This is an optimization exercise on Yosys and OpenROAD, whose aim is small area, a short achievable clock period and few clock cycles per item, not a production implementation. RTL that was checked went through simulation tests only; none was proved equivalent to the original. Power is estimated from default activity; no workload was simulated.

Setup of build 57:
// dcache_ctrl
module dcache_ctrl (
	input  logic                  clk_i,
	input  logic                  rst_i,
	input  logic                  cpu_cyc_i,
	input  logic                  cpu_we_i,
	input  logic                  cpu_erc_i,
	input  dcache_pkg::cpu_tid_t  cpu_tid_i,
	input  dcache_pkg::addr_t     cpu_adr_i,
	input  dcache_pkg::line_sel_t cpu_sel_i,
	input  dcache_pkg::line_dat_t cpu_dat_i,
	output logic                  cpu_busy_o,
	output logic                  cpu_ack_o,
	output dcache_pkg::cpu_tid_t  cpu_ack_tid_o,
	output dcache_pkg::line_dat_t cpu_ack_dat_o,
	output logic                  cpu_ack_err_o,
	output logic                  bus_cyc_o,
	output logic                  bus_we_o,
	output logic                  bus_erc_o,
	output dcache_pkg::bus_tag_t  bus_tag_o,
	output dcache_pkg::addr_t     bus_adr_o,
	output dcache_pkg::half_sel_t bus_sel_o,
	output dcache_pkg::half_dat_t bus_dat_o,
	input  logic                  bus_full_i,
	input  logic                  bus_ack_i,
	input  dcache_pkg::bus_tag_t  bus_tag_i,
	input  dcache_pkg::half_dat_t bus_dat_i,
	input  logic                  bus_err_i
);
clock: 5.0 ns
lec_check: 0
abc_area: 1
cap_margin: 20
core_area: 5 5 320 320
cts_cluster_diameter: 80
cts_cluster_size: 30
die_area: 0 0 325 325
setup_slack_margin: 2.7
slew_margin: 20
standard.sh (not shown) runs the stock make flow with config.mk's settings and CLKGATE_MAP_FILE= SYNTH_SCRIPT=/design/flow/synth_recipe.tcl, a recipe that flattens the netlist after the stock synthesis.
==> flow/flow/run.sh <==
#!/bin/bash
# Standard layout (the standard.sh, unchanged synthesis and steps) with two
# placement options changed: ports are buffered with buf_1 instead of the
# default cell buffer_ports picks, and pins may sit one routing track apart.
set -euo pipefail
cd "$(dirname "${BASH_SOURCE[0]}")/.."
bash standard.sh finish \
	"BUFFER_PORTS_ARGS=-buffer_cell sky130_fd_sc_hd__buf_1" \
	"PLACE_PINS_ARGS=-min_distance 1 -min_distance_in_tracks" \
	> make.log 2>&1
Seen in the log of build 57: GRT-0116 during global routing (5_1_grt), after which the run never completed.
Testbench counts of build 57, summed over its fixed seeds: cycles 2,859, items 1,280.
The inputs of build 6 differ from those of build 57 as listed below.
Settings: CORE_AREA now 5 5 355 355, was 5 5 320 320; DIE_AREA now 0 0 360 360, was 0 0 325 325.
Results
- Per the final summary, build 6 finished and its layout is clean on timing, DRC and antenna.
- Per the comparison of build 6 with build 57, post-cts resize count now sits higher; initial core utilization decreased 12 points; number of standard-cell rows in the floorplan has increased.
Modified inputs, build 77 compared to build 6
Settings: clearing CTS_CLUSTER_SIZE, which used to be 30; clearing CTS_CLUSTER_DIAMETER, which used to be 80; clearing ABC_AREA, which used to be 1.
==> flow/flow/run.sh <==
#!/bin/bash
# Standard layout (the standard.sh, unchanged synthesis and steps) with two
# placement options changed: ports are buffered with buf_2 instead of the
# default cell buffer_ports picks, and pins may sit one routing track apart.
set -euo pipefail
cd "$(dirname "${BASH_SOURCE[0]}")/.."
bash standard.sh finish \
	"BUFFER_PORTS_ARGS=-buffer_cell sky130_fd_sc_hd__buf_2" \
	"PLACE_PINS_ARGS=-min_distance 1 -min_distance_in_tracks" \
	> make.log 2>&1
### Flow results
- Build 77 has completed all stages; timing, DRC and antenna checks passed.
- Summary of build 77 over build 6: worst setup slack -0.15 ns, sequential group share of total power -8.4 points, portion of the layout cell area used by non-clock buffers +2.7 points.
- When build 77 is set beside build 6, its cell area reported after detailed placement turns out to be about 5.6% larger.
- Looking at cell area, build 77 sits above build 6.
- Re share of the yosys chip area belonging to registers: build 6 was higher than build 77.
- Number of antenna violations at the first check in global routing (build 6 / build 77): 0.75
Setup changes, build 77 to build 11
Settings: setting CTS_CLUSTER_SIZE to 30 for the first time; changing CORE_AREA from 5 5 355 355 to 5 5 335 335; setting ABC_AREA to 1 for the first time; setting CTS_CLUSTER_DIAMETER to 80 for the first time; changing DIE_AREA from 0 0 360 360 to 0 0 340 340.
==> flow/flow/run.sh <==
#!/bin/bash
# Standard layout (the standard.sh, unchanged synthesis and steps) with two
# placement options changed: ports are buffered with buf_1 instead of the
# default cell buffer_ports picks, and pins may sit one routing track apart.
set -euo pipefail
cd "$(dirname "${BASH_SOURCE[0]}")/.."
bash standard.sh finish \
	"BUFFER_PORTS_ARGS=-buffer_cell sky130_fd_sc_hd__buf_1" \
	"PLACE_PINS_ARGS=-min_distance 1 -min_distance_in_tracks" \
	> make.log 2>&1
==> run summary <==
Summary of build 11 over build 77: power lost 0.0053 W; final worst slack picked up an extra 0.14 ns.
Comparing the two runs side by side, build 11 comes out ahead of build 77 on die area.
Main combinational cell family by area after synthesis: compound AO/OA/AOI/OAI gates -> build 11, multiplexers -> build 77

========
== rev 12 ==
Another version of the RTL of dcache_ctrl (not shown whole).
Size in the first run: roughly 5,000 cells after synthesis, roughly 1,700 I/O pins, ~65,000 µm² of cells after synthesis.
export LEC_CHECK = 0
export CAP_MARGIN = 20
export CORE_AREA = 5 5 355 355
export DIE_AREA = 0 0 360 360
export SETUP_SLACK_MARGIN = 2.2
export SLEW_MARGIN = 20
create_clock -name core_clock -period 5.0 [get_ports {clk_i}]
==> flow/flow/run.sh <==
#!/bin/bash
# Standard layout (the standard.sh, unchanged synthesis and steps) with two
# placement options changed: ports are buffered with buf_2 instead of the
# default cell buffer_ports picks, and pins may sit one routing track apart.
set -euo pipefail
cd "$(dirname "${BASH_SOURCE[0]}")/.."
bash standard.sh finish \
	"BUFFER_PORTS_ARGS=-buffer_cell sky130_fd_sc_hd__buf_2" \
	"PLACE_PINS_ARGS=-min_distance 1 -min_distance_in_tracks" \
	> make.log 2>&1
[inputs] rev 13 vs rev 12
# rev 12
export LEC_CHECK = 0
export CAP_MARGIN = 20
export CORE_AREA = 5 5 355 355
export DIE_AREA = 0 0 360 360
export SETUP_SLACK_MARGIN = 2.2
export SLEW_MARGIN = 20
create_clock -name core_clock -period 5.0 [get_ports {clk_i}]
# rev 13
export LEC_CHECK = 0
export CAP_MARGIN = 20
export CORE_AREA = 5 5 595 595
export DIE_AREA = 0 0 600 600
export SETUP_SLACK_MARGIN = 2.2
export SLEW_MARGIN = 20
create_clock -name core_clock -period 5.0 [get_ports {clk_i}]
==> flow/run.sh (new file) <==
#!/bin/bash
# synth_recipe.tcl (not shown) runs the flow's synth.tcl, then flattens the netlist and writes it again
# the make line also repeats each setting of config.mk as NAME=value (left out here)
make -C /OpenROAD-flow-scripts/flow DESIGN_CONFIG=/design/flow/config.mk WORK_HOME=/design/flow/orfs CLKGATE_MAP_FILE= SYNTH_SCRIPT=/design/flow/synth_recipe.tcl finish
removed: flow/flow/run.sh
removed: flow/standard.sh
Notes after the runs:
Every stage of the flow completed for rev 12, and the final layout passed the timing, design-rule and antenna checks. Rev 13 finished all stages; the layout is clean. Compare rev 12 and rev 13 | initial antenna violation count higher: rev 12. Looking at rev 12 and rev 13, the minimum setup slack in the final design is a wash. Rev 13 against rev 12: initial core utilization decreased by 35 points relative to the old numbers, power per cell area fell by about 5.4%, total met3 wirelength after detailed routing dropped 7600 µm, share of power burned in combinational logic has increased, wire length per cell -about 1.3%.
Function was not checked in any run of this note: the RTL went through the layout flow alone.

## separate check: timing with driven ports
The results above use ideal ports. As a check the final layouts listed here were re-extracted and re-timed, cells and wires unchanged.
Step 1: set_driving_cell puts a clkbuf_16 on clk_i and a buf_2 on each other input, an assumption about the parent block.
Step 2 also shifts input and output timing later by t, the mid clock arrival at the registers, as if the neighbouring blocks saw the same clock.
Three values: no drivers, after step 1, after step 2; two values: the first two.
run | t, ns | slack for setup (ns) | hold slack, ns | worst setup path at the end | cell pins on the clock port's net
build 6 | 0.766 | 2.654 / 2.531 / 1.934 | 0.462 / 0.408 / 0.540 | input to register | 1
build 77 | 0.867 | 2.505 / 2.415 / 1.719 | 0.384 / 0.326 / 0.523 | input to register | 1
build 11 | 0.762 | 2.644 / 2.531 / 1.909 | 0.466 / 0.414 / 0.548 | input to register | 1
rev 12 | 0.851 | 2.162 / 2.069 / 1.431 | 0.389 / 0.341 / 0.558 | input to register | 1
rev 13 | 0.924 | 2.164 / 1.904 / 0.980 | 0.424 / 0.523 / 0.547 | input to register | 1
After both steps setup and hold are still met in every run listed. For rev 13, which loses most, drivers alone change the setup slack by -0.260 ns; drivers and shift together by -1.184 ns.
